What follows belongs to an exercise in optimizing a design on an open flow for small area and a short achievable clock period; a production flow would make more cautious choices.
RTL that was checked went through simulation tests only; none was proved equivalent to the original.
For runs 5 and 6, only the layout was checked, not whether the RTL still works.
Power and IR drop assume default switching activity.

==> flow/design.v <==
package osiris_pkg;
    localparam int XLEN_DEF = 32;
    localparam logic [4:0] OPC_LOAD     = 5'b00000;
    localparam logic [4:0] OPC_MISC_MEM = 5'b00011;
    localparam logic [4:0] OPC_OP_IMM   = 5'b00100;
    localparam logic [4:0] OPC_AUIPC    = 5'b00101;
    localparam logic [4:0] OPC_STORE    = 5'b01000;
    localparam logic [4:0] OPC_OP       = 5'b01100;
    localparam logic [4:0] OPC_LUI      = 5'b01101;
    localparam logic [4:0] OPC_BRANCH   = 5'b11000;
    localparam logic [4:0] OPC_JALR     = 5'b11001;
    localparam logic [4:0] OPC_JAL      = 5'b11011;
endpackage
module if_id_reg #(
    parameter int CW = 16
) (
    input  logic          i_clk,
    input  logic          i_rst_n,
    input  logic          i_flush,
    input  logic          i_valid,
    input  logic [CW-1:0] i_ctrl,
    input  logic [4:0]    i_rd,
    input  logic [31:0]   i_a,
    input  logic [31:0]   i_b,
    input  logic [31:0]   i_pc,
    input  logic [31:0]   i_rs2,
    output logic          o_valid,
    output logic [CW-1:0] o_ctrl,
    output logic [4:0]    o_rd,
    output logic [31:0]   o_a,
    output logic [31:0]   o_b,
    output logic [31:0]   o_pc,
    output logic [31:0]   o_rs2
);
    always_ff @(posedge i_clk or negedge i_rst_n) begin
        if (!i_rst_n) o_valid <= 1'b0;
        else          o_valid <= i_valid & ~i_flush;
    end
    always_ff @(posedge i_clk) begin
        o_ctrl <= i_ctrl;
        o_rd   <= i_rd;
        o_a    <= i_a;
        o_b    <= i_b;
        o_pc   <= i_pc;
        o_rs2  <= i_rs2;
    end
endmodule
module op_decoder (
    input  logic [4:0] i_op,
    input  logic [2:0] i_funct_3,
    input  logic       i_funct_7_5,
    output logic       o_a_pc,      
    output logic       o_a_rs1,     
    output logic       o_a_rev,     
    output logic       o_b_rs2,     
    output logic       o_imm_i,
    output logic       o_imm_s,
    output logic       o_imm_b,
    output logic       o_imm_u,
    output logic       o_imm_j,
    output logic [2:0] o_fn,        
    output logic       o_sub,
    output logic       o_sra,
    output logic       o_jalr,
    output logic       o_jump,
    output logic       o_branch,
    output logic       o_reg_write,
    output logic       o_load,
    output logic       o_store,
    output logic       o_fence
);
    logic load, store, op_imm, op, lui, auipc, branch, jal, jalr, fence, alu;
    assign load   = (i_op == osiris_pkg::OPC_LOAD);
    assign store  = (i_op == osiris_pkg::OPC_STORE);
    assign op_imm = (i_op == osiris_pkg::OPC_OP_IMM);
    assign op     = (i_op == osiris_pkg::OPC_OP);
    assign lui    = (i_op == osiris_pkg::OPC_LUI);
    assign auipc  = (i_op == osiris_pkg::OPC_AUIPC);
    assign branch = (i_op == osiris_pkg::OPC_BRANCH);
    assign jal    = (i_op == osiris_pkg::OPC_JAL);
    assign jalr   = (i_op == osiris_pkg::OPC_JALR);
    assign fence  = (i_op == osiris_pkg::OPC_MISC_MEM);
    assign alu    = op | op_imm;
    assign o_a_pc      = auipc | jal | branch;
    assign o_a_rev     = alu & (i_funct_3 == 3'b001);
    assign o_a_rs1     = ~(auipc | jal | branch | lui) & ~o_a_rev;
    assign o_b_rs2     = op;
    assign o_imm_s     = store;
    assign o_imm_b     = branch;
    assign o_imm_u     = lui | auipc;
    assign o_imm_j     = jal;
    assign o_imm_i     = ~(store | branch | lui | auipc | jal);
    assign o_fn        = (alu | branch) ? i_funct_3 : 3'b000;
    assign o_sub       = (op & i_funct_7_5 & (i_funct_3 == 3'b000)) |
                         (alu & (i_funct_3[2:1] == 2'b01));
    assign o_sra       = i_funct_7_5;
    assign o_jalr      = jalr;
    assign o_jump      = jal | jalr;
    assign o_branch    = branch;
    assign o_reg_write = load | op_imm | op | lui | auipc | jal | jalr;
    assign o_load      = load;
    assign o_store     = store;
    assign o_fence     = fence;
endmodule
module alu_decoder (
    input  logic [31:0] i_rs1,
    input  logic [31:0] i_rs2,
    input  logic [31:0] i_pc,
    input  logic [31:0] i_imm,
    input  logic        i_a_pc,
    input  logic        i_a_rs1,
    input  logic        i_a_rev,
    input  logic        i_b_rs2,
    input  logic        i_sub,
    output logic [31:0] o_a,
    output logic [31:0] o_b
);
    logic [31:0] rs1_rev;
    for (genvar i = 0; i < 32; i++) begin : g_rev
        assign rs1_rev[i] = i_rs1[31-i];
    end
    assign o_a = ({32{i_a_pc}} & i_pc) | ({32{i_a_rs1 & ~i_sub}} & i_rs1) |
                 ({32{i_a_rs1 & i_sub}} & ~i_rs1) | ({32{i_a_rev}} & rs1_rev);
    assign o_b = i_b_rs2 ? i_rs2 : i_imm;
endmodule
module control_unit (
    input  logic [31:0] i_rs1,
    input  logic [31:0] i_rs2,
    output logic [8:0]  o_cmp,
    input  logic [8:0]  i_cmp,
    input  logic [2:0]  i_funct_3,
    input  logic        i_go,
    input  logic        i_branch,
    input  logic        i_jump,
    input  logic        i_reg_write,
    input  logic        i_load,
    input  logic        i_store,
    input  logic        i_fence,
    output logic        o_reg_write,
    output logic        o_mem_write,
    output logic [1:0]  o_result_src,
    output logic        o_fence,
    output logic        o_pc_src
);
    logic [31:0] e, l;
    logic [3:0]  byte_eq, byte_lt;
    logic        top_lt_s;
    assign e = ~(i_rs1 ^ i_rs2);
    assign l = ~i_rs1 & i_rs2;
    always_comb begin
        for (int b = 0; b < 4; b++) begin
            byte_lt[b] = 1'b0;
            byte_eq[b] = 1'b1;
            for (int i = 8*b; i < 8*b + 8; i++) begin
                byte_lt[b] = l[i] | (e[i] & byte_lt[b]);
                byte_eq[b] = byte_eq[b] & e[i];
            end
        end
        top_lt_s = 1'b0;
        for (int i = 24; i < 31; i++) top_lt_s = l[i] | (e[i] & top_lt_s);
        top_lt_s = (i_rs1[31] & ~i_rs2[31]) | (e[31] & top_lt_s);
    end
    assign o_cmp = {top_lt_s, byte_lt, byte_eq};
    logic [3:0] q_eq, q_lt;
    logic       q_lt_s, lo_lt, eq, lt, ltu, taken;
    assign q_eq   = i_cmp[3:0];
    assign q_lt   = i_cmp[7:4];
    assign q_lt_s = i_cmp[8];
    assign lo_lt = q_lt[2] | (q_eq[2] & (q_lt[1] | (q_eq[1] & q_lt[0])));
    assign eq    = &q_eq;
    assign ltu   = q_lt[3] | (q_eq[3] & lo_lt);
    assign lt    = q_lt_s  | (q_eq[3] & lo_lt);
    assign taken = i_funct_3[2] ? ((i_funct_3[1] ? ltu : lt) ^ i_funct_3[0])
                                : (eq ^ (~i_funct_3[1] & i_funct_3[0]));
    assign o_reg_write  = i_go & i_reg_write;
    assign o_mem_write  = i_go & i_store;
    assign o_result_src = {i_go & i_jump, i_go & i_load};
    assign o_fence      = i_go & i_fence;
    assign o_pc_src     = i_go & (i_jump | (i_branch & taken));
endmodule
module imm_extend (
    input  logic [31:7] i_instr,
    input  logic        i_imm_i,
    input  logic        i_imm_s,
    input  logic        i_imm_b,
    input  logic        i_imm_u,
    input  logic        i_imm_j,
    output logic [31:0] o_imm
);
    logic [31:0] imm_i, imm_s, imm_b, imm_u, imm_j;
    assign imm_i = {{20{i_instr[31]}}, i_instr[31:20]};
    assign imm_s = {{20{i_instr[31]}}, i_instr[31:25], i_instr[11:7]};
    assign imm_b = {{20{i_instr[31]}}, i_instr[7], i_instr[30:25], i_instr[11:8], 1'b0};
    assign imm_u = {i_instr[31:12], 12'b0};
    assign imm_j = {{12{i_instr[31]}}, i_instr[19:12], i_instr[20], i_instr[30:21], 1'b0};
    assign o_imm = ({32{i_imm_i}} & imm_i) | ({32{i_imm_s}} & imm_s) |
                   ({32{i_imm_b}} & imm_b) | ({32{i_imm_u}} & imm_u) |
                   ({32{i_imm_j}} & imm_j);
endmodule
module id_ex_reg (
    input  logic        i_clk,
    input  logic        i_valid,
    input  logic        i_reg_write,
    input  logic        i_mem_write,
    input  logic [1:0]  i_result_src,
    input  logic        i_fence,
    input  logic        i_pc_src,
    input  logic [31:0] i_result,
    input  logic [31:0] i_pc_plus4,
    input  logic [31:0] i_store_data,
    input  logic [4:0]  i_rd,
    output logic        o_valid,
    output logic        o_reg_write,
    output logic        o_mem_write,
    output logic [1:0]  o_result_src,
    output logic        o_fence,
    output logic        o_pc_src,
    output logic [31:0] o_result,
    output logic [31:0] o_pc_plus4,
    output logic [31:0] o_store_data,
    output logic [4:0]  o_rd
);
    always_ff @(posedge i_clk) begin
        o_valid      <= i_valid;
        o_reg_write  <= i_reg_write;
        o_mem_write  <= i_mem_write;
        o_result_src <= i_result_src;
        o_fence      <= i_fence;
        o_pc_src     <= i_pc_src;
        o_result     <= i_result;
        o_pc_plus4   <= i_pc_plus4;
        o_store_data <= i_store_data;
        o_rd         <= i_rd;
    end
endmodule
module ex_stage (
    input  logic [31:0] i_a,        
    input  logic [31:0] i_b,
    input  logic [2:0]  i_fn,
    input  logic        i_sub,
    input  logic        i_sra,
    input  logic        i_clr0,
    input  logic        i_branch,   
    input  logic [31:0] i_pc,
    output logic [31:0] o_result,
    output logic [31:0] o_pc_plus4
);
    logic [32:0] sum;
    logic        f_add, f_sll, f_slt, f_sltu, f_sr, s_p, s_g;
    logic [31:0] sh_out, sh_rev;
    logic [32:0] sh_ext;
    logic [31:0] p, g;
    assign p = i_a ^ i_b;
    assign g = i_a & i_b;
    logic [31:0] low;
    logic        c31, lt_c1, lt_c0;
    assign low = {1'b0, i_a[30:0]} + {1'b0, i_b[30:0]};
    assign c31 = low[31];
    assign sum = {1'b0, p[31] ^ c31, low[30:0]} ^ {1'b0, {32{i_sub}}};
    assign lt_c1 = (f_slt & ~g[31]) | (f_sltu & (p[31] | g[31]));
    assign lt_c0 = (f_slt & ~(p[31] | g[31])) | (f_sltu & g[31]);
    assign sh_ext = $signed({i_sra & i_fn[2] & i_a[31], i_a}) >>> i_b[4:0];
    assign sh_out = sh_ext[31:0];
    for (genvar i = 0; i < 32; i++) begin : g_rev
        assign sh_rev[i] = sh_out[31-i];
    end
    assign f_add  = i_branch | (i_fn == 3'b000);
    assign f_sll  = ~i_branch & (i_fn == 3'b001);
    assign f_slt  = ~i_branch & (i_fn == 3'b010);
    assign f_sltu = ~i_branch & (i_fn == 3'b011);
    assign f_sr   = ~i_branch & (i_fn == 3'b101);
    assign s_p    = ~i_branch & ((i_fn == 3'b100) | (i_fn == 3'b110));
    assign s_g    = ~i_branch & ((i_fn == 3'b110) | (i_fn == 3'b111));
    logic [31:0] sum_m;
    assign sum_m = {sum[31:1], sum[0] & ~i_clr0};
    assign o_result = ({32{f_add}} & sum_m) | ({32{f_sll}} & sh_rev) |
                      ({32{f_sr}} & sh_out) | ({32{s_p}} & p) | ({32{s_g}} & g) |
                      {31'd0, c31 ? lt_c1 : lt_c0};
    logic [31:2] inc_c;
    assign inc_c[2] = 1'b1;
    for (genvar i = 3; i < 32; i++) begin : g_inc
        assign inc_c[i] = &i_pc[i-1:2];
    end
    assign o_pc_plus4 = {i_pc[31:2] ^ inc_c, i_pc[1:0]};
endmodule
module osiris_id_ex #(
    parameter int XLEN = osiris_pkg::XLEN_DEF
) (
    input  logic            i_clk,
    input  logic            i_rst_n,
    input  logic            i_valid,
    input  logic [31:0]     i_instr,
    input  logic [XLEN-1:0] i_pc,
    input  logic [XLEN-1:0] i_rs1_data,
    input  logic [XLEN-1:0] i_rs2_data,
    output logic            o_ex_valid,
    output logic [XLEN-1:0] o_ex_alu_result,
    output logic [XLEN-1:0] o_ex_pc_plus4,
    output logic [XLEN-1:0] o_ex_store_data,
    output logic [4:0]      o_ex_rd,
    output logic            o_ex_reg_write,
    output logic            o_ex_mem_write,
    output logic [1:0]      o_ex_result_src,
    output logic            o_ex_fence,
    output logic            o_pc_src,
    output logic [XLEN-1:0] o_pc_target
);
    logic       a_pc, a_rs1, a_rev, b_rs2;
    logic       imm_i, imm_s, imm_b, imm_u, imm_j;
    logic [2:0] fn_if;
    logic       sub_if, sra_if, jalr_if, jump_if, branch_if;
    logic       reg_write_if, load_if, store_if, fence_if;
    logic [8:0] cmp_if;
    op_decoder u_op_decoder (
        .i_op        (i_instr[6:2]),
        .i_funct_3   (i_instr[14:12]),
        .i_funct_7_5 (i_instr[30]),
        .o_a_pc      (a_pc),
        .o_a_rs1     (a_rs1),
        .o_a_rev     (a_rev),
        .o_b_rs2     (b_rs2),
        .o_imm_i     (imm_i),
        .o_imm_s     (imm_s),
        .o_imm_b     (imm_b),
        .o_imm_u     (imm_u),
        .o_imm_j     (imm_j),
        .o_fn        (fn_if),
        .o_sub       (sub_if),
        .o_sra       (sra_if),
        .o_jalr      (jalr_if),
        .o_jump      (jump_if),
        .o_branch    (branch_if),
        .o_reg_write (reg_write_if),
        .o_load      (load_if),
        .o_store     (store_if),
        .o_fence     (fence_if)
    );
    logic [31:0] imm;
    imm_extend u_imm_extend (
        .i_instr (i_instr[31:7]),
        .i_imm_i (imm_i),
        .i_imm_s (imm_s),
        .i_imm_b (imm_b),
        .i_imm_u (imm_u),
        .i_imm_j (imm_j),
        .o_imm   (imm)
    );
    logic [31:0] a_if, b_if;
    alu_decoder u_alu_decoder (
        .i_rs1   (i_rs1_data),
        .i_rs2   (i_rs2_data),
        .i_pc    (i_pc),
        .i_imm   (imm),
        .i_a_pc  (a_pc),
        .i_a_rs1 (a_rs1),
        .i_a_rev (a_rev),
        .i_b_rs2 (b_rs2),
        .i_sub   (sub_if),
        .o_a     (a_if),
        .o_b     (b_if)
    );
    localparam int CW = 21;
    logic          v_id, go, pc_src_ex;
    logic [CW-1:0] ctrl_id;
    logic [4:0]    rd_id;
    logic [31:0]   a_id, b_id, pc_id, rs2_id;
    if_id_reg #(.CW(CW)) u_if_id_reg (
        .i_clk   (i_clk),
        .i_rst_n (i_rst_n),
        .i_flush (pc_src_ex),
        .i_valid (i_valid),
        .i_ctrl  ({cmp_if, branch_if, fence_if, store_if, load_if, reg_write_if,
                   jump_if, jalr_if, sra_if, sub_if, fn_if}),
        .i_rd    (i_instr[11:7]),
        .i_a     (a_if),
        .i_b     (b_if),
        .i_pc    (i_pc),
        .i_rs2   (i_rs2_data),
        .o_valid (v_id),
        .o_ctrl  (ctrl_id),
        .o_rd    (rd_id),
        .o_a     (a_id),
        .o_b     (b_id),
        .o_pc    (pc_id),
        .o_rs2   (rs2_id)
    );
    logic [31:0] result, pc_plus4;
    ex_stage u_ex_stage (
        .i_a        (a_id),
        .i_b        (b_id),
        .i_fn       (ctrl_id[2:0]),
        .i_sub      (ctrl_id[3]),
        .i_sra      (ctrl_id[4]),
        .i_clr0     (ctrl_id[5]),
        .i_branch   (ctrl_id[11]),
        .i_pc       (pc_id),
        .o_result   (result),
        .o_pc_plus4 (pc_plus4)
    );
    logic       reg_write, mem_write, fence, pc_src;
    logic [1:0] result_src;
    assign go = v_id & ~pc_src_ex;
    control_unit u_control_unit (
        .i_rs1        (i_rs1_data),
        .i_rs2        (i_rs2_data),
        .o_cmp        (cmp_if),
        .i_cmp        (ctrl_id[20:12]),
        .i_funct_3    (ctrl_id[2:0]),
        .i_go         (go),
        .i_branch     (ctrl_id[11]),
        .i_jump       (ctrl_id[6]),
        .i_reg_write  (ctrl_id[7]),
        .i_load       (ctrl_id[8]),
        .i_store      (ctrl_id[9]),
        .i_fence      (ctrl_id[10]),
        .o_reg_write  (reg_write),
        .o_mem_write  (mem_write),
        .o_result_src (result_src),
        .o_fence      (fence),
        .o_pc_src     (pc_src)
    );
    logic [31:0] result_ex;
    id_ex_reg u_id_ex_reg (
        .i_clk        (i_clk),
        .i_valid      (go),
        .i_reg_write  (reg_write),
        .i_mem_write  (mem_write),
        .i_result_src (result_src),
        .i_fence      (fence),
        .i_pc_src     (pc_src),
        .i_result     (result),
        .i_pc_plus4   (pc_plus4),
        .i_store_data (rs2_id),
        .i_rd         (rd_id),
        .o_valid      (o_ex_valid),
        .o_reg_write  (o_ex_reg_write),
        .o_mem_write  (o_ex_mem_write),
        .o_result_src (o_ex_result_src),
        .o_fence      (o_ex_fence),
        .o_pc_src     (pc_src_ex),
        .o_result     (result_ex),
        .o_pc_plus4   (o_ex_pc_plus4),
        .o_store_data (o_ex_store_data),
        .o_rd         (o_ex_rd)
    );
    assign o_pc_src        = pc_src_ex;
    assign o_ex_alu_result = result_ex;
    assign o_pc_target     = result_ex;
endmodule
==> flow/flow/run.sh <==
#!/bin/bash
set -euo pipefail
export BUFFER_PORTS_ARGS="-buffer_cell sky130_fd_sc_hd__buf_1"
export CTS_ARGS="-sink_clustering_enable -repair_clock_nets -dont_use_dummy_load -sink_clustering_size 20 -sink_clustering_max_diameter 100 -buf_list {sky130_fd_sc_hd__clkbuf_8 sky130_fd_sc_hd__clkbuf_16}"
export SETUP_SLACK_MARGIN=5.5
bash standard.sh > standard.log 2>&1
==> flow/standard.sh <==
#!/bin/bash
# synth_recipe.tcl (not shown) runs the flow's synth.tcl, then flattens the netlist and writes it again
# the make line also repeats each setting of config.mk as NAME=value (left out here)
make -C /OpenROAD-flow-scripts/flow DESIGN_CONFIG=/design/flow/config.mk WORK_HOME=/design/flow/orfs CLKGATE_MAP_FILE= SYNTH_SCRIPT=/design/flow/synth_recipe.tcl "${@:-finish}"
==> flow/config.mk <==
export PLATFORM = sky130hd
export DESIGN_NAME = osiris_id_ex
export DESIGN_NICKNAME = osiris_id_ex
export VERILOG_FILES = /design/flow/design.v
export SDC_FILE = /design/flow/constraint.sdc
export NUM_CORES = 4
export LEC_CHECK = 0
export CAP_MARGIN = 20
export CORE_MARGIN = 2
export CORE_UTILIZATION = 55
export PLACE_DENSITY = 0.68
export SLEW_MARGIN = 20
==> flow/constraint.sdc <==
create_clock -name core_clock -period 8.5 [get_ports {i_clk}]
set_input_delay 1.7000 -clock core_clock [delete_from_list [all_inputs] [get_ports {i_clk}]]
set_output_delay 1.7000 -clock core_clock [all_outputs]
set_load 0.01 [all_outputs]
==> results of run 1 <==
==> cells by family after synthesis <==
family          count (synthesis)  synth area share
compound gates                397             0.202
simple gates                  347             0.122
flops                         263             0.400
buf+inv                       174            0.0610
mux                            87            0.0926
xor+xnor                       81            0.0538
fa+ha+maj                      72            0.0689
==> power by group through the flow <==
stage,clock [W],combinational [W],sequential [W]
after floorplan,0,0.000653,0.00148
after global placement,0,0.000901,0.00146
after detailed placement,0,0.000905,0.00147
after CTS,0.000775,0.000927,0.00144
after global routing,0.000815,0.00106,0.00145
final,0.000757,0.000977,0.00144
==> flip-flops by register name, summed over array words and instances (netlist names) <==
signal / cells
u_id_ex_reg.o_valid: 1
u_id_ex_reg.o_rd: 5
u_id_ex_reg.o_pc_plus4: 32
u_id_ex_reg.o_fence: 1
u_id_ex_reg.o_store_data: 32
u_if_id_reg.o_rs2: 32
u_if_id_reg.o_rd: 5
u_if_id_reg.o_ctrl: 21
u_id_ex_reg.o_result_src: 2
u_if_id_reg.o_a: 32
u_if_id_reg.o_b: 32
u_id_ex_reg.o_mem_write: 1
u_id_ex_reg.o_reg_write: 1
u_if_id_reg.o_pc: 32
u_id_ex_reg.o_pc_src: 1
u_if_id_reg.o_valid: 1
u_id_ex_reg.o_result: 32
==> critical path, delay by kind of cell (launching register included) <==
kind | cells | cell delay (ns)
adders and majority gates | 2 | 0.53
AOI/OAI and AO/OA | 7 | 1.58
buffers and inverters | 2 | 0.21
DFF | 1 | 0.36
and+or+nand+nor | 1 | 0.17
==> cell type report <==
type / instances / area, um2
tap: 319 / 399
inverter: 53 / 206
clock buffer: 17 / 425
multi-input combinational: 984 / 7420
fill: 2026 / 8230
timing repair buffer: 303 / 1510
sequential: 263 / 5280
==> Yosys cell counts, drive strengths merged, types with 4 or more instances <==
cell type / count / area, um2
ha: 71 / 888
o211ai: 48 / 360
a221oi: 8 / 70.1
a21o: 40 / 300
nor3: 16 / 80.1
clkbuf: 66 / 248
o21a: 9 / 75.1
mux4: 26 / 586
a22oi: 48 / 360
dfxtp: 262 / 5250
xnor2: 51 / 447
o22ai: 4 / 25.0
o21ai: 86 / 434
nor2b: 20 / 125
and2: 12 / 75.1
o221ai: 14 / 123
mux2: 17 / 191
mux2i: 44 / 444
buf: 55 / 358
or2: 4 / 25.0
a31oi: 6 / 37.5
nand3: 22 / 110
nand4: 24 / 150
a222oi: 12 / 120
nand2b: 9 / 56.3
xor2: 30 / 263
or3: 4 / 25.0
a211oi: 8 / 60.1
and3: 12 / 75.1
nor2: 67 / 251
nand2: 149 / 559
inv: 53 / 199
a21oi: 83 / 423
==> timing repair <==
item | in CTS | in global routing
pin swaps | 2 | 11
endpoints found under the hold margin | 0 | 0
resized for setup | 40 | 44
endpoints found under the setup margin | 65 | 58
setup buffers | 1 | 12
gates cloned | 1 | 5
==> final timing paths <==
path / slack, ns / startpoint / depth (start not counted) / to
worst max-delay path: 5.54 / u_if_id_reg.o_b[0] / 12 / u_id_ex_reg.o_result[26]
worst min-delay path: 0.31 / u_if_id_reg.o_rs2[8] / 0 / u_id_ex_reg.o_store_data[8]
worst max register to register: 5.54 / u_if_id_reg.o_b[0] / 12 / u_id_ex_reg.o_result[26]
worst min register to register: 0.31 / u_if_id_reg.o_rs2[8] / 0 / u_id_ex_reg.o_store_data[8]
max in group asynchronous: 7.44 / i_rst_n / 1 / u_if_id_reg.o_valid
min in group asynchronous: 0.95 / i_rst_n / 1 / u_if_id_reg.o_valid
==> per-layer routing <==
layer | GRT usage | wire [um] | vias up
li1 | - | - | 5488
met3 | 0.0745 | 4570 | 125
met4 | 0.120 | 1890 | 0
met5 | 0 | 0 | -
met2 | 0.521 | 19600 | 655
met1 | 0.424 | 17300 | 5531
==> per-stage QoR <==
stage | utilization | area, um2
2_1_floorplan | - | 13300
3_3_place_gp | 0.606 | 14200
3_5_place_dp | 0.606 | 14200
4_1_cts | 0.632 | 14800
5_1_grt | 0.649 | 15200
6_report | 0.649 | 15200
==> results.toml, run 1 <==
[timing]
worst_slack_ns = 5.54
finClkSkew_ns = 0.0391
timing.fmax_ghz = 0.338
hold_viol = 0
tns_ns = 0
whs_ns = 0.308
rsz0062_at_grt = "false"
setup_viol = 0
tightest_slew_ns = 1.08
period_share = 0.348
slew_viol_final = 0
max-slew-margin-rel = 0.282
period_needed_ns = 2.96

[cells_and_area]
fin_nets = 1825
finalNonFillerCells = 1939
layout_commonest_cell = "dfxtp_1"
drive_gt1_frac = 0.102
syn2layout_area_growth_pct = 15.6
num_antenna_cells = 0
layout_common_cells = "259 x dfxtp_1, 257 x buf_1, 147 x nand2_1"

[global_route]
grt_usage = 0.323
grt.overflow.total = 0
grt_pass1_wl_um = 63800
grt_max_degree = 53
grt_pass1_vias = 11027
grt_antenna_before_repair = 0

[placed_design]
place_ws_ns = 4.57
dp_hpwl_um = 31700
gp_congestion = 1.01
dp_cells = 1903
port_buffers = 268

[synthesis]
yosysWarningCount = 3
ys_types = 68
syn_inst = 1421
ys_async_sr_fraction = 0.00380
syn_area_um2 = 13200
avgSynthCellArea_um2 = 9.28
synthFlopType = "dfxtp_1"
ys_seq_area_frac = 0.400
synth_fp_nets = 1624
synth_edf_count = 0
synth_seq_cells = 263

[power_and_ir_drop]
p_seq_frac = 0.454
ir_drop_mv = 0.176
internal_power_w = 0.00212
swShare = 0.333
p_leak_nw = 6.25
power_w = 0.00318
p_comb_frac = 0.308
switching_power_w = 0.00106
power.share.clock = 0.238
powerDensity_nw_per_um2 = 208

[clocking]
htreeDepth = 1
holdBufCountCts = 0
clk_pin_slew_ns = 0.08
cts_tree = "yes"
clockBufferDepth = 3
clkSinkCount = 263
clkLatencyLatePin_ns = 0.52
numCtsBuffers = 17
cts_root_buf = "clkbuf_16"

[worst_setup_path]
crit_fanout = 10
crit_chain = "buf_12 > ha_4 > inv_1 > fa_2 > nor2b_2 > o2111ai_2 > a21oi_2 > o211ai_1 > o31ai_4 > a311oi_2 > a41oi_1 > o21ai_1"
cpMaxStageDelayCell = "o31ai_4"
worstSetupPathType = "flop to flop"
critPathCaptureType = "flop"
cp.arrival_ns = 3.34
cp_data_required_time_ns = 8.88
cp-start-kind = "flop"
slowest_delay_ns = 0.47

[min_path]
worstHoldPathType = "flop to flop"

[detailed_routing]
drc = 0
wl_per_cell_um = 22.4
drt_iter0_markers = 1398
vias = 11799
ant_nets = 0
wirelength_um = 43400
vias_per_cell = 6.09
drtPass1Iterations = 6

[floorplan]
io-pin-count = 271
die_h_um = 159
initial_utilization = 0.562
core_um2 = 23500
die_area_um2 = 25200
num_rows = 56
fp.dieW_um = 159

[run]
drv_cap = 0

[status]
status = "no timing/DRC/antenna violations"
==> run 2: changes to the inputs <==
--- a/flow/design.v
+++ b/flow/design.v
@@ -71,3 +71,3 @@
 );
-    logic load, store, op_imm, op, lui, auipc, branch, jal, jalr, fence, alu;
+    logic load, store, op_imm, op, lui, auipc, branch, jal, jalr, fence;
     assign load   = (i_op == osiris_pkg::OPC_LOAD);
@@ -82,17 +82,22 @@
     assign fence  = (i_op == osiris_pkg::OPC_MISC_MEM);
-    assign alu    = op | op_imm;
-    assign o_a_pc      = auipc | jal | branch;
-    assign o_a_rev     = alu & (i_funct_3 == 3'b001);
-    assign o_a_rs1     = ~(auipc | jal | branch | lui) & ~o_a_rev;
-    assign o_b_rs2     = op;
-    assign o_imm_s     = store;
-    assign o_imm_b     = branch;
-    assign o_imm_u     = lui | auipc;
-    assign o_imm_j     = jal;
-    assign o_imm_i     = ~(store | branch | lui | auipc | jal);
-    assign o_fn        = (alu | branch) ? i_funct_3 : 3'b000;
-    assign o_sub       = (op & i_funct_7_5 & (i_funct_3 == 3'b000)) |
-                         (alu & (i_funct_3[2:1] == 2'b01));
+    logic d_alu, d_op, d_lui, d_branch;
+    assign d_alu       = ~i_op[4] & i_op[2] & ~i_op[0];             
+    assign d_op        = i_op[3] & i_op[2] & ~i_op[0];              
+    assign d_lui       = ~i_op[4] & i_op[3] & i_op[0];              
+    assign d_branch    = i_op[4] & ~i_op[0];                        
+    assign o_a_pc      = i_op[4] ? (~i_op[0] | i_op[1])             
+                                 : (i_op[0] & ~i_op[3]);            
+    assign o_a_rev     = d_alu & (i_funct_3 == 3'b001);
+    assign o_a_rs1     = ~o_a_pc & ~d_lui & ~o_a_rev;               
+    assign o_b_rs2     = d_op;
+    assign o_imm_s     = ~i_op[4] & i_op[3] & ~i_op[2];             
+    assign o_imm_b     = d_branch;
+    assign o_imm_u     = ~i_op[4] & i_op[0];                        
+    assign o_imm_j     = i_op[4] & i_op[1];                         
+    assign o_imm_i     = ~(o_imm_s | o_imm_b | o_imm_u | o_imm_j);
+    assign o_fn        = (d_alu | d_branch) ? i_funct_3 : 3'b000;
+    assign o_sub       = (d_op & i_funct_7_5 & (i_funct_3 == 3'b000)) |
+                         (d_alu & (i_funct_3[2:1] == 2'b01));
     assign o_sra       = i_funct_7_5;
-    assign o_jalr      = jalr;
+    assign o_jalr      = i_op[4] & i_op[0] & ~i_op[1];
     assign o_jump      = jal | jalr;
==> flow/flow/run.sh (replaced) <==
#!/bin/bash
set -euo pipefail
export BUFFER_PORTS_ARGS="-buffer_cell sky130_fd_sc_hd__buf_1"
export CTS_ARGS="-sink_clustering_enable -repair_clock_nets -dont_use_dummy_load -sink_clustering_size 20 -sink_clustering_max_diameter 100 -buf_list {sky130_fd_sc_hd__clkbuf_8 sky130_fd_sc_hd__clkbuf_16}"
export SETUP_SLACK_MARGIN=5.75
bash standard.sh > standard.log 2>&1
==> run 2 against run 1 <==
Net effect: sequential power is essentially flat; utilization grew 2.3 points; worst hold slack gained 0.011 ns; first-iteration DRC count shrank 14%; sequential share of layout area shrank 1.1 points; via count grew 0.27%; die area grew 0.55%; critical path type unchanged; highest routed layer unchanged.
==> results.toml, run 2 <==
[timing]
hold_viol = 0
whs_ns = 0.319
slew_viol_final = 0
timing.fmax_ghz = 0.347
tns_ns = 0
period_needed_ns = 2.89
period_share = 0.339
max-slew-margin-rel = 0.310
tightest_slew_ns = 1.03
finClkSkew_ns = 0.0483
setup_viol = 0
rsz0062_at_grt = "true"

[synthesis]
syn_area_um2 = 13300
yosysWarningCount = 3
synth_area_leader_cell = "dfxtp_1"
ys_seq_area_frac = 0.398
avgSynthCellArea_um2 = 9.35
synth_edf_count = 0
synth_fp_nets = 1621
synthFlopType = "dfxtp_1"
syn_inst = 1418
synth.most_common_cell = "dfxtp_1"
synth_seq_cells = 263
synth_top_area_frac = 0.396
ys_async_sr_fraction = 0.00380
yosys-top-cells-area = "dfxtp_1 40%, ha_1 6.7%, mux4_2 4.9%"
yosys-top-cells-count = "262 x dfxtp_1, 130 x nand2_1, 107 x nor2_1"
ys_types = 70

[run]
drv_cap = 0

[clocking]
cts_root_buf = "clkbuf_16"
clk_pin_slew_ns = 0.08
clkSinkCount = 263
holdBufCountCts = 0
clockBufferDepth = 3
htreeDepth = 1
cts_tree = "yes"
numCtsBuffers = 17
clkLatencyLatePin_ns = 0.51

[power_and_ir_drop]
switching_power_w = 0.00113
powerDensity_nw_per_um2 = 209
internal_power_w = 0.00218
ir_drop_mv = 0.166
p_leak_nw = 6.39
swShare = 0.340
p_comb_frac = 0.333
p_seq_frac = 0.442
power.share.clock = 0.225

[floorplan]
num_rows = 56
core_um2 = 23500
initial_utilization = 0.563
io-pin-count = 271
fp.dieW_um = 159
die_area_um2 = 25400
die_h_um = 159

[worst_setup_path]
crit_fanout = 6
cp.arrival_ns = 3.24
cp-start-kind = "flop"
worstSetupPathType = "flop to flop"
critPathCaptureType = "flop"
cp_data_required_time_ns = 8.86

[detailed_routing]
ant_nets = 0
drc = 0
vias_per_cell = 6.05
wirelength_um = 43100
drt_iter0_markers = 1198
vias = 11831
drtPass1Iterations = 6
wl_per_cell_um = 22.0

[global_route]
grt_usage = 0.328
grt_antenna_before_repair = 1
grt_pass1_wl_um = 64700
grt_max_degree = 38
grt.overflow.total = 0
grt_pass1_vias = 11090

[cells_and_area]
fin_nets = 1842
finalNonFillerCells = 1957
layout_commonest_cell = "dfxtp_1"
nFillCells = 2003
multi_input_area_um2 = 7800
ff_latch_area_um2 = 5310
syn2layout_area_growth_pct = 19.4
drive_gt1_frac = 0.166
layout_common_cells = "243 x dfxtp_1, 242 x buf_1, 130 x nand2_1"

[min_path]
worstHoldPathType = "flop to flop"

[placed_design]
gp_congestion = 0.974
dp_hpwl_um = 31900
port_buffers = 268
dp_cells = 1907

[status]
status = "no timing/DRC/antenna violations"
## run 2: cell types whose count changed in the layout (fill, tap and decap cells not counted), moves of 8 or more
cell	before	now
a21o_1	40	27
mux2i_1	43	23
xnor2_2	0	29
nand2_1	147	130
buf_1	257	242
o211ai_1	48	15
dfxtp_1	259	243
ha_4	8	16
nor2_1	62	99
buf_4	19	36
o21ai_0	62	51
dfxtp_2	2	13
o21ai_1	22	41
## run 2: path summary, 6_finish.rpt
kind	startpoint	endpoint	slack (ns)	cells after the start
worst max-delay path	u_if_id_reg.o_a[1]	u_id_ex_reg.o_result[26]	5.61	11
worst min-delay path	u_if_id_reg.o_rs2[23]	u_id_ex_reg.o_store_data[23]	0.32	0
worst max register to register	u_if_id_reg.o_a[1]	u_id_ex_reg.o_result[26]	5.61	11
worst min register to register	u_if_id_reg.o_rs2[23]	u_id_ex_reg.o_store_data[23]	0.32	0
max in group asynchronous	i_rst_n	u_if_id_reg.o_valid	7.46	1
min in group asynchronous	i_rst_n	u_if_id_reg.o_valid	0.94	1
## run 2: timing repair
action	4_1_cts	5_1_grt
cloned	4	1
gates resized for setup	90	75
endpoints found under the setup margin	91	74
pin swaps	23	35
buffers inserted	13	14
## run 2: power by group through the flow
stage / Combinational, W / Clock, W / Sequential, W
final: 0.00110 / 0.000743 / 0.00146
after floorplan: 0.000722 / 0 / 0.00148
after detailed placement: 0.000971 / 0 / 0.00148
after global placement: 0.000966 / 0 / 0.00148
after global routing: 0.00119 / 0.000795 / 0.00147
after CTS: 0.00103 / 0.000754 / 0.00146
## run 2: through the flow
stage	utilization	area (um2)	setup WS, ns	total power (W)
2_1_floorplan	-	13700	5.34	0.00220
3_3_place_gp	0.614	14400	4.64	0.00244
3_5_place_dp	0.614	14500	4.60	0.00245
4_1_cts	0.654	15400	5.62	0.00324
5_1_grt	0.672	15800	5.54	0.00345
6_report	0.672	15800	5.61	0.00331
## run 2: area by class of cell
class	instances	share of cell area
Timing Repair Buffer	315	0.105
Clock buffer	17	0.0269
Sequential cell	263	0.335
Inverter	54	0.0141
Antenna cell	1	0.000158
Multi-Input combinational cell	988	0.493
Tap cell	319	0.0252
## run 2: metal layers
metal,GRT usage,vias to the layer above,share of wire
li1,-,5474,-
met1,0.439,5570,0.41
met2,0.532,672,0.46
met3,0.0615,115,0.089
met4,0.119,0,0.045
met5,0,-,0
## run 2: cells by family (layout without fill, tap and decap cells)
kind of cell    Yosys count  in the layout  synth area share
compound gates          375            375             0.190
flops                   263            263             0.398
mux                      69             69            0.0809
buf+inv                 167            386            0.0665
other cells               0              1                 0
xor+xnor                103            103            0.0681
simple gates            369            369             0.129
fa+ha+maj                72             72            0.0685
## run 2: worst max-delay path, cell delays in order (launching register included)
cell and delay, ns:
dfxtp_1 0.48, inv_1 0.11, fa_2 0.41, nor2b_1 0.12, o21a_1 0.15, o211ai_1 0.09, buf_4 0.17, a21oi_4 0.19
o2111ai_4 0.18, o211a_4 0.32, o211ai_1 0.15, or3b_1 0.35
==> run 3: changes to the inputs <==
==> flow/flow/run.sh (replaced) <==
#!/bin/bash
set -euo pipefail
export BUFFER_PORTS_ARGS="-buffer_cell sky130_fd_sc_hd__buf_1"
export CTS_ARGS="-sink_clustering_enable -repair_clock_nets -dont_use_dummy_load -sink_clustering_size 20 -sink_clustering_max_diameter 100 -buf_list {sky130_fd_sc_hd__clkbuf_8 sky130_fd_sc_hd__clkbuf_16}"
export SETUP_SLACK_MARGIN=5.5
bash standard.sh > standard.log 2>&1
==> run 3 against run 2 <==
Net effect: largest power group unchanged; combinational power shrank 5%; global-route usage grew 0.29 points; sequential share of layout area grew 1.8 points; die area is the same; utilization shrank 3.7 points; clock power grew 1%; wire length grew 0.28%; clock skew shrank 0.0087 ns; via count shrank 1.8%; clock-buffer cell count is the same; largest cell class unchanged; cell area shrank 5.5%.
==> results.toml, run 3 <==
[synthesis]
avgSynthCellArea_um2 = 9.35
synth_area_leader_cell = "dfxtp_1"
syn_area_um2 = 13300
yosys-top-cells-count = "262 x dfxtp_1, 130 x nand2_1, 107 x nor2_1"
ys_async_sr_fraction = 0.00380
syn_inst = 1418
ys_seq_area_frac = 0.398
ys_types = 70
synth.most_common_cell = "dfxtp_1"
synth_fp_nets = 1621
synth_edf_count = 0
yosys-top-cells-area = "dfxtp_1 40%, ha_1 6.7%, mux4_2 4.9%"
yosysWarningCount = 3
synth_seq_cells = 263
synthFlopType = "dfxtp_1"
synth_top_area_frac = 0.396

[floorplan]
fp.dieW_um = 159
die_h_um = 159
num_rows = 56
core_um2 = 23500
die_area_um2 = 25400
initial_utilization = 0.563
io-pin-count = 271

[global_route]
grt.overflow.total = 0
grt_usage = 0.331
grt_pass1_vias = 10932
grt_max_degree = 50
grt_antenna_before_repair = 1
grt_pass1_wl_um = 64800

[cells_and_area]
fin_nets = 1822
syn2layout_area_growth_pct = 12.8
nFillCells = 2053
layout_commonest_cell = "buf_1"
drive_gt1_frac = 0.0940
finalNonFillerCells = 1936
num_antenna_cells = 0
layout_common_cells = "261 x buf_1, 255 x dfxtp_1, 130 x nand2_1"

[clocking]
cts_tree = "yes"
numCtsBuffers = 17
clockBufferDepth = 3
htreeDepth = 1
clk_pin_slew_ns = 0.08
holdBufCountCts = 0
cts_root_buf = "clkbuf_16"
clkLatencyLatePin_ns = 0.51
clkSinkCount = 263

[placed_design]
port_buffers = 268
gp_congestion = 0.979
dp_cells = 1906
dp_hpwl_um = 32600

[worst_setup_path]
critPathCaptureType = "flop"
cp.arrival_ns = 3.35
cp_data_required_time_ns = 8.90
crit_fanout = 3
worstReg2RegStart = "u_if_id_reg.o_ctrl[2]"
cp-start-kind = "primary input"
r2r_setup_slack_ns = 5.57
r2r_cells = 8
worstSetupPathType = "primary input to flop"
r2r-end = "u_id_ex_reg.o_result[21]"

[timing]
tightest_slew_ns = 1.16
timing.fmax_ghz = 0.339
max-slew-margin-rel = 0.226
tns_ns = 0
slew_viol_final = 0
setup_viol = 0
period_share = 0.347
period_needed_ns = 2.95
finClkSkew_ns = 0.0397
hold_viol = 0
rsz0062_at_grt = "true"

[detailed_routing]
wirelength_um = 43200
drt_iter0_markers = 1189
drtPass1Iterations = 6
wl_per_cell_um = 22.3
vias_per_cell = 6.00
vias = 11622
drc = 0
ant_nets = 0

[power_and_ir_drop]
powerDensity_nw_per_um2 = 217
ir_drop_mv = 0.209
p_leak_nw = 6.01

[min_path]
min_path_cells = 0
worstHoldPathType = "flop to flop"
hold_path_end = "u_id_ex_reg.o_rd[4]"
hold_start = "u_if_id_reg.o_rd[4]"

[status]
status = "no timing/DRC/antenna violations"

[run]
drv_cap = 0
==> run 3: changes by cell type in the layout (fill, tap and decap cells not counted), sizes merged <==
| cell | before | now |
|---|---|---|
| buf | 304 | 289 |
| bufbuf | 4 | 2 |
| clkbuf | 24 | 21 |
| diode | 1 | 0 |
==> run 3: what timing repair did <==
action,in CTS,in global routing
resized for setup,26,24
cloned,2,0
pin swaps,5,12
setup buffers,7,4
endpoints found under the setup margin,85,55
==> run 3: cell families after synthesis <==
logic type      synth area share
compound gates             0.190
xor+xnor                  0.0681
fa+ha+maj                 0.0685
buf+inv                   0.0665
flops                      0.398
mux                       0.0809
simple gates               0.129
==> run 3: power by group <==
group,switching (W),internal [W],leakage (nW)
Combinational,0.000625,0.000411,3.59
Clock,0.000396,0.000356,0.209
Sequential,0.0000974,0.00136,2.22
==> run 3: layer usage <==
metal	global-route usage	routed length (um)	vias to the layer above
met3	0.0630	4190	107
met2	0.519	19400	639
li1	-	-	5422
met4	0.131	1900	0
met1	0.452	17800	5454
met5	0	0	-
==> run 3: how the worst max path moves through the flow <==
stage / start / cells past startpoint / end / slack [ns]
global placement: i_instr[2] / 8 / u_if_id_reg.o_a[4] / 4.43
CTS: u_if_id_reg.o_b[0] / 13 / u_id_ex_reg.o_result[26] / 5.49
global route: u_if_id_reg.o_b[2] / 12 / u_id_ex_reg.o_result[26] / 5.43
finish: i_rs1_data[25] / 11 / u_if_id_reg.o_ctrl[19] / 5.55
floorplan: i_rs2_data[25] / 9 / u_if_id_reg.o_ctrl[19] / 5.34
detailed placement: i_instr[2] / 8 / u_if_id_reg.o_a[18] / 4.39
==> run 3: layout make-up <==
cell class | count | area [um2] | share of cell area
flip-flops and latches | 263 | 5280 | 0.353
clock buffers | 17 | 425 | 0.0284
multi-input cells | 988 | 7290 | 0.488
inverters | 54 | 208 | 0.0139
well taps | 319 | 399 | 0.0267
repair buffers | 295 | 1340 | 0.0898
==> run 3: per-stage QoR <==
stage	cell area, um2	setup WS, ns	utilization	power, W	hold WS (ns)
floorplan	13400	5.34	-	0.00218	0.310
global placement	14200	4.43	0.603	0.00244	0.310
detailed placement	14200	4.39	0.603	0.00245	0.312
CTS	14800	5.49	0.630	0.00322	0.331
global route	15000	5.43	0.635	0.00340	0.336
finish	15000	5.55	0.635	0.00324	0.331
==> run 3: worst max-delay path: stages <==
cell and delay, ns:
clkbuf_4 0.15, inv_6 0.04, ha_4 0.21, a21o_1 0.18
a21o_1 0.15, a21o_1 0.15, a21o_1 0.15, a21o_1 0.15
a21oi_1 0.15, nor2b_1 0.09, or2_4 0.24
==> run 4: changes to the inputs <==
--- a/flow/config.mk
+++ b/flow/config.mk
@@ -9,4 +9,4 @@
 export CORE_MARGIN = 2
-export CORE_UTILIZATION = 55
-export PLACE_DENSITY = 0.68
+export CORE_UTILIZATION = 62
+export PLACE_DENSITY = 0.72
 export SLEW_MARGIN = 20
==> run 4 against run 3 <==
Net effect: highest routed layer is now met5; worst hold slack is essentially flat; critical path depth did not move; first-iteration DRC count grew 21%; global-route usage up 5.4 points; die area down 11%; sequential power is essentially flat; sequential share of layout area is essentially flat; register-to-register slack about the same.
==> results.toml, run 4 <==
[status]
status = "no timing/DRC/antenna violations"

[min_path]
worstHoldPathType = "flop to flop"
min_path_cells = 0
hold_start = "u_if_id_reg.o_rs2[22]"
hold_path_end = "u_id_ex_reg.o_store_data[22]"

[placed_design]
port_buffers = 268
dp_cells = 1860
dp_hpwl_um = 32500
gp_congestion = 0.989
place_ws_ns = 4.36
dpl_cell_area_um2 = 14100

[floorplan]
initial_utilization = 0.631
io-pin-count = 271
core_um2 = 21000
die_h_um = 150
fp.dieW_um = 150
num_rows = 53
die_area_um2 = 22600

[clocking]
clockBufferDepth = 3
clkLatencyLatePin_ns = 0.50
clk_pin_slew_ns = 0.08
htreeDepth = 1
cts_tree = "yes"
cts_root_buf = "clkbuf_16"
clkSinkCount = 263
numCtsBuffers = 17

[detailed_routing]
drtPass1Iterations = 7
dr_wl_met3_um = 5550
ant_nets = 0
drt-met1-wl_um = 16200
maxUsedRoutingLayer = "met5"
wl_met2_um = 19600
wirelength_um = 44200
vias = 12015
drt_iter0_markers = 1443
vias_per_cell = 6.32
wl_per_cell_um = 23.2
drc = 0

[synthesis]
synth_top_area_frac = 0.396
ys_async_sr_fraction = 0.00380
synth.most_common_cell = "dfxtp_1"
yosys-top-cells-count = "262 x dfxtp_1, 130 x nand2_1, 107 x nor2_1"
syn_inst = 1418
synth_seq_cells = 263
avgSynthCellArea_um2 = 9.35
ys_types = 70
synth_area_leader_cell = "dfxtp_1"
synth_edf_count = 0
yosys-top-cells-area = "dfxtp_1 40%, ha_1 6.7%, mux4_2 4.9%"
syn_area_um2 = 13300
ys_seq_area_frac = 0.398
synthFlopType = "dfxtp_1"
yosysWarningCount = 3
synth_fp_nets = 1621

[cells_and_area]
syn2layout_area_growth_pct = 12.6
finalInstanceArea_um2 = 14900
nFillCells = 1647
layout_common_cells = "262 x buf_1, 255 x dfxtp_1, 130 x nand2_1"
fin_nets = 1828
finalNonFillerCells = 1900
drive_gt1_frac = 0.0974
layout_commonest_cell = "buf_1"

[worst_setup_path]
cpMaxStageDelayCell = "or2_4"
crit_fanout = 3
cp-start-kind = "primary input"
worstSetupPathType = "primary input to flop"
cpMostUsedCell = "a21o_1"
cp.arrival_ns = 3.36
r2r_cells = 13
critPathCaptureType = "flop"
cp_data_required_time_ns = 8.91
r2r_setup_slack_ns = 5.58
r2r-end = "u_id_ex_reg.o_result[26]"
worstReg2RegStart = "u_if_id_reg.o_b[0]"
crit_chain = "buf_2 > inv_6 > ha_4 > a21o_1 > a21o_1 > a21o_1 > a21o_1 > a21o_1 > a21oi_1 > nor2b_1 > or2_4"
slowest_delay_ns = 0.24

[global_route]
grt_max_degree = 50
grt_pass1_wl_um = 65500
grt_usage = 0.384
grt_pass1_vias = 11318
grt_antenna_before_repair = 4
grt.overflow.total = 0

[timing]
timing.fmax_ghz = 0.339
worst_slack_ns = 5.55
period_share = 0.347
max-slew-margin-rel = 0.221
tightest_slew_ns = 1.17
rsz0062_at_grt = "false"
hold_viol = 0
slew_viol_final = 0
setup_viol = 0
period_needed_ns = 2.95
tns_ns = 0
finClkSkew_ns = 0.0352

[power_and_ir_drop]
power_w = 0.00325
ir_drop_mv = 0.194
powerDensity_nw_per_um2 = 218
p_leak_nw = 6.05

[run]
drv_cap = 0
run 4: cell counts after synthesis:
Identical to the previous run, type by type.
run 4: metrics by stage:
stage | util | hold WS [ns]
2_1_floorplan | - | 0.310
3_3_place_gp | 0.672 | 0.310
3_5_place_dp | 0.672 | 0.312
4_1_cts | 0.701 | 0.330
5_1_grt | 0.710 | 0.332
6_report | 0.710 | 0.330
run 4: worst max-delay path by stage:
stage                                  start                        to  slack [ns]  depth (start not counted)
after floorplan               i_rs2_data[25]    u_if_id_reg.o_ctrl[19]        5.34                          9
after global routing      u_if_id_reg.o_b[0]  u_id_ex_reg.o_result[26]        5.48                         13
after global placement            i_instr[2]       u_if_id_reg.o_b[22]        4.43                          6
after CTS                     i_rs1_data[24]    u_if_id_reg.o_ctrl[19]        5.50                         11
after detailed placement          i_instr[2]       u_if_id_reg.o_b[22]        4.36                          6
final                         i_rs1_data[25]    u_if_id_reg.o_ctrl[19]        5.55                         11
run 4: cells by family (layout without fill, tap and decap cells):
group | count (synthesis) | after routing | share of synthesized area
AOI/OAI and AO/OA | 375 | 375 | 0.190
and+or+nand+nor | 369 | 369 | 0.129
DFF | 263 | 263 | 0.398
buffers and inverters | 167 | 372 | 0.0665
xor gates and xnor gates | 103 | 103 | 0.0681
adders and majority gates | 72 | 72 | 0.0685
muxes | 69 | 69 | 0.0809
other | 0 | 2 | 0
run 4: cell type report:
class                   instances  area (um2)  area share
clock buffers                  17         425      0.0285
well taps                     275         344      0.0230
repair buffers                301        1380      0.0922
diodes                          2        5.00    0.000335
flip-flops and latches        263        5280       0.354
multi-input cells             988        7290       0.488
inverters                      54         208      0.0139
run 4: where the power goes:
| group | switching [W] | internal [W] |
|---|---|---|
| registers | 0.000105 | 0.00136 |
| clock network | 0.000397 | 0.000356 |
| logic | 0.000620 | 0.000411 |
| total | 0.00112 | 0.00213 |
run 4: repair_timing:
action | CTS | global route
gates resized for setup | 26 | 26
hold buffers | 0 | 0
cloned | 2 | 0
setup endpoints to repair | 75 | 56
pin swaps | 4 | 5
buffers inserted | 6 | 12
run 4: critical path: cells and delay by family:
family | cells | cell delay (ns)
compound gates | 6 | 0.90
simple gates | 2 | 0.32
buf+inv | 2 | 0.22
fa+ha+maj | 1 | 0.22
run 4: per-layer routing:
layer  global-route usage  up-vias
li1                     -     5428
met1                0.481     5584
met2                0.604      806
met3                0.113      191
met4                0.194        6
met5                    0        -
==> run 5: changes to the inputs <==
--- a/flow/design.v
+++ b/flow/design.v
@@ -133,4 +133,4 @@
     input  logic [31:0] i_rs2,
-    output logic [8:0]  o_cmp,
-    input  logic [8:0]  i_cmp,
+    output logic [16:0] o_cmp,
+    input  logic [16:0] i_cmp,
     input  logic [2:0]  i_funct_3,
@@ -150,3 +150,3 @@
     logic [31:0] e, l;
-    logic [3:0]  byte_eq, byte_lt;
+    logic [7:0]  nib_eq, nib_lt;
     logic        top_lt_s;
@@ -155,8 +155,8 @@
     always_comb begin
-        for (int b = 0; b < 4; b++) begin
-            byte_lt[b] = 1'b0;
-            byte_eq[b] = 1'b1;
-            for (int i = 8*b; i < 8*b + 8; i++) begin
-                byte_lt[b] = l[i] | (e[i] & byte_lt[b]);
-                byte_eq[b] = byte_eq[b] & e[i];
+        for (int b = 0; b < 8; b++) begin
+            nib_lt[b] = 1'b0;
+            nib_eq[b] = 1'b1;
+            for (int i = 4*b; i < 4*b + 4; i++) begin
+                nib_lt[b] = l[i] | (e[i] & nib_lt[b]);
+                nib_eq[b] = nib_eq[b] & e[i];
             end
@@ -164,15 +164,23 @@
         top_lt_s = 1'b0;
-        for (int i = 24; i < 31; i++) top_lt_s = l[i] | (e[i] & top_lt_s);
+        for (int i = 28; i < 31; i++) top_lt_s = l[i] | (e[i] & top_lt_s);
         top_lt_s = (i_rs1[31] & ~i_rs2[31]) | (e[31] & top_lt_s);
     end
-    assign o_cmp = {top_lt_s, byte_lt, byte_eq};
-    logic [3:0] q_eq, q_lt;
+    assign o_cmp = {top_lt_s, nib_lt, nib_eq};
+    logic [7:0] q_eq, q_lt;
     logic       q_lt_s, lo_lt, eq, lt, ltu, taken;
-    assign q_eq   = i_cmp[3:0];
-    assign q_lt   = i_cmp[7:4];
-    assign q_lt_s = i_cmp[8];
-    assign lo_lt = q_lt[2] | (q_eq[2] & (q_lt[1] | (q_eq[1] & q_lt[0])));
-    assign eq    = &q_eq;
-    assign ltu   = q_lt[3] | (q_eq[3] & lo_lt);
-    assign lt    = q_lt_s  | (q_eq[3] & lo_lt);
+    logic       lt10, eq10, lt32, eq32, lt54, eq54, lt3210;
+    assign q_eq   = i_cmp[7:0];
+    assign q_lt   = i_cmp[15:8];
+    assign q_lt_s = i_cmp[16];
+    assign lt10   = q_lt[1] | (q_eq[1] & q_lt[0]);
+    assign eq10   = q_eq[1] & q_eq[0];
+    assign lt32   = q_lt[3] | (q_eq[3] & q_lt[2]);
+    assign eq32   = q_eq[3] & q_eq[2];
+    assign lt54   = q_lt[5] | (q_eq[5] & q_lt[4]);
+    assign eq54   = q_eq[5] & q_eq[4];
+    assign lt3210 = lt32 | (eq32 & lt10);
+    assign lo_lt  = q_lt[6] | (q_eq[6] & (lt54 | (eq54 & lt3210)));
+    assign eq     = &q_eq;
+    assign ltu    = q_lt[7] | (q_eq[7] & lo_lt);
+    assign lt     = q_lt_s  | (q_eq[7] & lo_lt);
     assign taken = i_funct_3[2] ? ((i_funct_3[1] ? ltu : lt) ^ i_funct_3[0])
@@ -317,3 +325,3 @@
     logic       reg_write_if, load_if, store_if, fence_if;
-    logic [8:0] cmp_if;
+    logic [16:0] cmp_if;
     op_decoder u_op_decoder (
@@ -366,3 +374,3 @@
     );
-    localparam int CW = 21;
+    localparam int CW = 29;
     logic          v_id, go, pc_src_ex;
@@ -411,3 +419,3 @@
         .o_cmp        (cmp_if),
-        .i_cmp        (ctrl_id[20:12]),
+        .i_cmp        (ctrl_id[28:12]),
         .i_funct_3    (ctrl_id[2:0]),
--- a/flow/config.mk
+++ b/flow/config.mk
@@ -9,4 +9,4 @@
 export CORE_MARGIN = 2
-export CORE_UTILIZATION = 62
-export PLACE_DENSITY = 0.72
+export CORE_UTILIZATION = 55
+export PLACE_DENSITY = 0.68
 export SLEW_MARGIN = 20
==> run 5 against run 4 <==
Net effect: sequential share of layout area is 0.92 points higher; fmax is 1.3% higher; sequential power hardly changed; critical path depth is 1 lower; wire length is 4.8% lower; register-to-register slack hardly changed.
==> results.toml, run 5 <==
[status]
status = "no timing/DRC/antenna violations"

[cells_and_area]
layout_commonest_cell = "dfxtp_1"
layout_common_cells = "268 x dfxtp_1, 266 x buf_1, 121 x nand2_1"
multi_input_area_um2 = 7220
syn2layout_area_growth_pct = 12.3
fin_nets = 1840
ff_latch_area_um2 = 5440
finalNonFillerCells = 1955
nFillCells = 2089
drive_gt1_frac = 0.0740

[synthesis]
ys_seq_area_frac = 0.407
synth_compound_area_frac = 0.190
syn_area_um2 = 13300
yosys-top-cells-area = "dfxtp_1 41%, ha_1 6.7%, xnor2_1 5.4%"
synthFlopType = "dfxtp_1"
synth_area_leader_cell = "dfxtp_1"
synth_xor_area_frac = 0.0683
synth_mux_area_frac = 0.0747
yosysWarningCount = 3
synth_top_area_frac = 0.406
synthAdderAreaFrac = 0.0681
ys_async_sr_fraction = 0.00369
yosys-top-cells-count = "270 x dfxtp_1, 122 x nand2_1, 96 x nor2_1"
avgSynthCellArea_um2 = 9.25
synth_top_family_by_area = "compound AO/OA/AOI/OAI gates"
syn_inst = 1441
synth_fp_nets = 1644
yosys.area_share.simple = 0.129
synth_seq_cells = 271
synth.most_common_cell = "dfxtp_1"
ys_types = 71
synth_edf_count = 0

[placed_design]
dp_cells = 1926
gp_congestion = 0.975
dp_hpwl_um = 32200
port_buffers = 268

[power_and_ir_drop]
powerDensity_nw_per_um2 = 218
ir_drop_mv = 0.188
power_w = 0.00326
p_leak_nw = 6.03

[detailed_routing]
wl_per_cell_um = 21.5
drtPass1Iterations = 5
drc = 0
wirelength_um = 42000
drt_iter0_markers = 1025
vias_per_cell = 5.99
vias = 11709
ant_nets = 0

[worst_setup_path]
critPathCaptureType = "flop"
crit_chain = "buf_8 > ha_2 > o211ai_1 > o211ai_2 > a32oi_4 > nor4_2 > o21ai_1 > nand2_1 > nor4_1 > a311o_1"
cp_data_required_time_ns = 8.90
critical-path-top-delay-family = "compound AO/OA/AOI/OAI gates"
cp.arrival_ns = 3.31
cp-start-kind = "flop"
cpMaxStageDelayCell = "nor4_2"
worstSetupPathType = "flop to flop"
cp_num_buf_inv = 1
slowest_delay_ns = 0.50
crit_fanout = 31

[floorplan]
die_h_um = 160
die_area_um2 = 25500
core_um2 = 23600
io-pin-count = 271
num_rows = 56
fp.dieW_um = 160
initial_utilization = 0.564

[clocking]
htreeDepth = 1
clockBufferDepth = 3
numCtsBuffers = 17
clkLatencyLatePin_ns = 0.50
clkSinkCount = 271
cts_tree = "yes"
clk_pin_slew_ns = 0.08
cts_root_buf = "clkbuf_16"

[global_route]
grt_antenna_before_repair = 0
grt.overflow.total = 0
grt_max_degree = 37
grt_pass1_wl_um = 63500
grt_pass1_vias = 10975
grt_usage = 0.317

[timing]
whs_ns = 0.321
finClkSkew_ns = 0.0180
timing.fmax_ghz = 0.343
setup_viol = 0
tns_ns = 0
period_share = 0.343
max-slew-margin-rel = 0.338
hold_viol = 0
tightest_slew_ns = 0.991
period_needed_ns = 2.91
slew_viol_final = 0
rsz0062_at_grt = "false"

[min_path]
worstHoldPathType = "flop to flop"

[run]
drv_cap = 0
## run 5: what timing repair did
action / in CTS / in global routing
buffers inserted: 5 / 6
resized for setup: 18 / 26
setup endpoints to repair: 81 / 52
hold buffers: 0 / 0
hold endpoints to repair: 0 / 0
pin swaps: 3 / 7
## run 5: report_power, final
part / total, W / internal, W / switching, W
Clock: 0.000758 / 0.000357 / 0.000401
Sequential: 0.00149 / 0.00140 / 0.0000855
Combinational: 0.00102 / 0.000400 / 0.000620
## run 5: logic make-up (layout without fill, tap and decap cells)
group | after synthesis | count (layout)
xor gates and xnor gates | 104 | 104
AOI/OAI and AO/OA | 383 | 383
buffers and inverters | 173 | 367
DFF | 271 | 271
muxes | 74 | 74
adders and majority gates | 72 | 72
other | 0 | 1
and+or+nand+nor | 364 | 364
## run 5: worst paths after layout
path,to,cells past startpoint,slack [ns],startpoint
worst max-delay path,u_id_ex_reg.o_result[29],10,5.59,u_if_id_reg.o_b[2]
worst min-delay path,u_id_ex_reg.o_store_data[27],0,0.32,u_if_id_reg.o_rs2[27]
worst max register to register,u_id_ex_reg.o_result[29],10,5.59,u_if_id_reg.o_b[2]
worst min register to register,u_id_ex_reg.o_store_data[27],0,0.32,u_if_id_reg.o_rs2[27]
max in group asynchronous,u_if_id_reg.o_valid,1,7.47,i_rst_n
min in group asynchronous,u_if_id_reg.o_valid,1,0.94,i_rst_n
## run 5: layer usage
metal  track usage  share of wire  vias to the layer above
met1         0.429           0.43                     5617
li1              -              -                     5485
met3        0.0590          0.077                       84
met2         0.516           0.47                      523
met5             0              0                        -
met4         0.101          0.029                        0
## run 5: worst reg2reg max path, delay by kind of cell, from the launching register on
family          cells  cell delay (ns)
buf+inv             1             0.18
fa+ha+maj           1             0.41
compound gates      5             1.23
simple gates        3             0.68
flops               1             0.32
## run 5: metrics by stage
stage               instance area (um2)  worst slack (ns)   util
finish                            15000              5.59  0.634
global placement                  14300              4.29  0.604
floorplan                         13400              5.52      -
global route                      15000              5.49  0.634
detailed placement                14300              4.23  0.604
CTS                               14800              5.40  0.627
## run 5: cell type report
class                      count  area share
multi-input combinational    997       0.482
sequential                   271       0.363
timing repair buffer         292      0.0843
clock buffer                  17      0.0284
tap                          319      0.0267
inverter                      58      0.0149
antenna                        1    0.000167
==> run 6: changes to the inputs <==
==> flow/flow/run.sh (replaced) <==
#!/bin/bash
set -euo pipefail
export BUFFER_PORTS_ARGS="-buffer_cell sky130_fd_sc_hd__buf_1"
export CTS_ARGS="-sink_clustering_enable -repair_clock_nets -dont_use_dummy_load -sink_clustering_size 20 -sink_clustering_max_diameter 100 -buf_list {sky130_fd_sc_hd__clkbuf_8 sky130_fd_sc_hd__clkbuf_16}"
export SETUP_SLACK_MARGIN=5.65
bash standard.sh > standard.log 2>&1
==> run 6 against run 5 <==
Net effect: still clean on timing, DRC and antenna; fmax grew 3.7%; cell area grew 2.0%; combinational power is essentially flat; sequential share of layout area shrank 0.65 points; critical path type unchanged; largest cell class unchanged.
==> results.toml, run 6 <==
[timing]
timing.fmax_ghz = 0.356
max-slew-margin-rel = 0.534
hold_viol = 0
tns_ns = 0
setup_viol = 0
slew_viol_final = 0
finClkSkew_ns = 0.0383
tightest_slew_ns = 0.699
period_needed_ns = 2.81
period_share = 0.331
rsz0062_at_grt = "true"

[synthesis]
synthFlopType = "dfxtp_1"
ys_types = 71
synth_top_area_frac = 0.406
synth_fp_nets = 1644
synth.most_common_cell = "dfxtp_1"
ys_async_sr_fraction = 0.00369
synth_area_leader_cell = "dfxtp_1"
syn_area_um2 = 13300
synth_seq_cells = 271
synth_edf_count = 0
yosysWarningCount = 3
ys_seq_area_frac = 0.407
syn_inst = 1441
yosys-top-cells-count = "270 x dfxtp_1, 122 x nand2_1, 96 x nor2_1"
yosys-top-cells-area = "dfxtp_1 41%, ha_1 6.7%, xnor2_1 5.4%"
avgSynthCellArea_um2 = 9.25

[clocking]
clk_pin_slew_ns = 0.08
cts_root_buf = "clkbuf_16"
cts_tree = "yes"
numCtsBuffers = 17
holdBufCountCts = 0
clockBufferDepth = 3
clkSinkCount = 271
htreeDepth = 1
clkLatencyLatePin_ns = 0.51

[detailed_routing]
vias_per_cell = 5.98
vias = 11761
wirelength_um = 42500
drt_iter0_markers = 995
drc = 0
drtPass1Iterations = 6
wl_per_cell_um = 21.6
ant_nets = 0

[worst_setup_path]
r2r-end = "u_id_ex_reg.o_result[30]"
cpMaxStageDelayCell = "dfxtp_4"
slowest_delay_ns = 0.39
cp_num_buf_inv = 3
worstSetupPathType = "flop to flop"
cp_data_required_time_ns = 8.86
cp.arrival_ns = 3.17
worstReg2RegStart = "u_if_id_reg.o_b[0]"
cp-start-kind = "flop"
r2r_cells = 13
critical-path-top-delay-family = "simple AND/OR/NAND/NOR gates"
r2r_setup_slack_ns = 5.69
crit_fanout = 5
crit_chain = "buf_12 > ha_4 > inv_1 > fa_2 > nor2b_2 > o2111ai_2 > a21boi_2 > buf_4 > nand2_2 > a21oi_4 > o31ai_4 > and3_1 > or3_1"
critPathCaptureType = "flop"

[min_path]
hold_path_end = "u_id_ex_reg.o_store_data[4]"
min_path_cells = 0
hold_start = "u_if_id_reg.o_rs2[4]"
worstHoldPathType = "flop to flop"

[global_route]
grt_usage = 0.324
grt_max_degree = 37
grt_pass1_vias = 11394
grt_antenna_before_repair = 0
grt.overflow.total = 0
grt_pass1_wl_um = 65000

[power_and_ir_drop]
p_leak_nw = 6.16
ir_drop_mv = 0.167
powerDensity_nw_per_um2 = 216

[placed_design]
dp_hpwl_um = 32000
dpl_cell_area_um2 = 14300
gp_congestion = 0.944
dp_cells = 1925
port_buffers = 268

[floorplan]
initial_utilization = 0.564
die_area_um2 = 25500
die_h_um = 160
num_rows = 56
core_um2 = 23600
io-pin-count = 271
fp.dieW_um = 160

[cells_and_area]
fin_nets = 1852
fin_util = 0.647
finalNonFillerCells = 1966
drive_gt1_frac = 0.0929
syn2layout_area_growth_pct = 14.6
finalInstanceArea_um2 = 15300
num_antenna_cells = 0
nFillCells = 2060
layout_common_cells = "264 x buf_1, 264 x dfxtp_1, 121 x nand2_1"

[run]
drv_cap = 0

[status]
status = "no timing/DRC/antenna violations"
-- run 6: cell counts after synthesis --
No cell type changed its count.
-- run 6: layout make-up --
type                       instances  area, um2  share of cell area
sequential                       271       5450               0.357
tap                              319        399              0.0261
multi-input combinational        998       7370               0.483
inverter                          58        220              0.0144
clock buffer                      17        425              0.0279
timing repair buffer             303       1410              0.0923
-- run 6: how the worst max path moves through the flow --
stage / startpoint / to / slack [ns] / cells past startpoint
final: u_if_id_reg.o_b[0] / u_id_ex_reg.o_result[30] / 5.69 / 13
after global routing: u_if_id_reg.o_b[0] / u_id_ex_reg.o_result[30] / 5.61 / 13
after CTS: u_if_id_reg.o_b[0] / u_id_ex_reg.o_result[30] / 5.62 / 13
after detailed placement: i_instr[2] / u_if_id_reg.o_b[17] / 4.30 / 7
after global placement: i_instr[2] / u_if_id_reg.o_b[17] / 4.30 / 7
after floorplan: i_instr[4] / u_if_id_reg.o_a[10] / 5.58 / 8
-- run 6: per-stage QoR --
step | total power, W | hold slack, ns | setup WS, ns
2_1_floorplan | 0.00222 | 0.310 | 5.58
3_3_place_gp | 0.00247 | 0.310 | 4.30
3_5_place_dp | 0.00248 | 0.312 | 4.30
4_1_cts | 0.00326 | 0.329 | 5.62
5_1_grt | 0.00345 | 0.333 | 5.61
6_report | 0.00330 | 0.328 | 5.69
-- run 6: what timing repair did --
item | in CTS | in global routing
setup buffers | 5 | 15
hold endpoints to repair | 0 | 0
cloned | 3 | 1
endpoints found under the setup margin | 94 | 24
pin swaps | 8 | 12
resized for setup | 47 | 23
-- run 6: routing by layer --
metal  GRT usage  vias to the layer above  part of all wire
met5           0                        -                 0
met4       0.101                        0             0.030
met3      0.0753                       83             0.092
met2       0.531                      609              0.46
met1       0.425                     5561              0.42
li1            -                     5508                 -
-- run 6: worst register-to-register path: cells and delay by family (launching register included) --
kind                       cells  cell delay, ns
DFF                            1            0.39
buffers and inverters          3            0.32
and+or+nand+nor                4            0.78
adders and majority gates      2            0.50
AOI/OAI and AO/OA              4            0.70
-- run 6: power by group --
part / leakage (nW) / total [W] / internal (W) / switching, W
registers: 2.28 / 0.00149 / 0.00140 / 0.0000873
clock network: 0.209 / 0.000756 / 0.000357 / 0.000399
logic: 3.67 / 0.00105 / 0.000422 / 0.000632
-- run 6: cell families after synthesis --
group                      Yosys count  synth area share
AOI/OAI and AO/OA                  383             0.190
and+or+nand+nor                    364             0.129
DFF                                271             0.407
buffers and inverters              173            0.0626
xor gates and xnor gates           104            0.0683
muxes                               74            0.0747
adders and majority gates           72            0.0681

-- static timing again, ports no longer ideal --
No port has a modelled driver above. Below, the same layouts with a new extraction and two added sets of constraints.
Step 1: set_driving_cell puts a clkbuf_16 on i_clk and a buf_2 on each other input, an assumption about the parent block.
Step 2 times the ports against the registers' clock, not the clock port: input delays grow and output delays shrink by t, the midpoint of the rising clock arrivals with the driver on.
a / b / c = ideal / step 1 / step 2; a / b = the first two.
run | shift t [ns] | setup WS [ns] | worst hold slack (ns) | worst setup path at the end
run 1 | 0.547 | 5.541 / 5.541 / 5.040 | 0.308 / 0.308 / 0.308 | input to register
run 2 | 0.532 | 5.615 / 5.615 / 5.106 | 0.319 / 0.319 / 0.319 | input to register
run 3 | 0.538 | 5.548 / 5.567 / 5.029 | 0.331 / 0.331 / 0.331 | input to register
run 4 | 0.536 | 5.549 / 5.573 / 5.037 | 0.330 / 0.330 / 0.330 | input to register
run 5 | 0.546 | 5.587 / 5.587 / 5.091 | 0.321 / 0.321 / 0.321 | input to register
run 6 | 0.546 | 5.690 / 5.690 / 5.209 | 0.328 / 0.328 / 0.328 | input to register
After both steps every run listed still meets setup and hold. For run 3, which loses most, drivers alone change the setup slack by +0.019 ns; drivers and shift together by -0.519 ns.
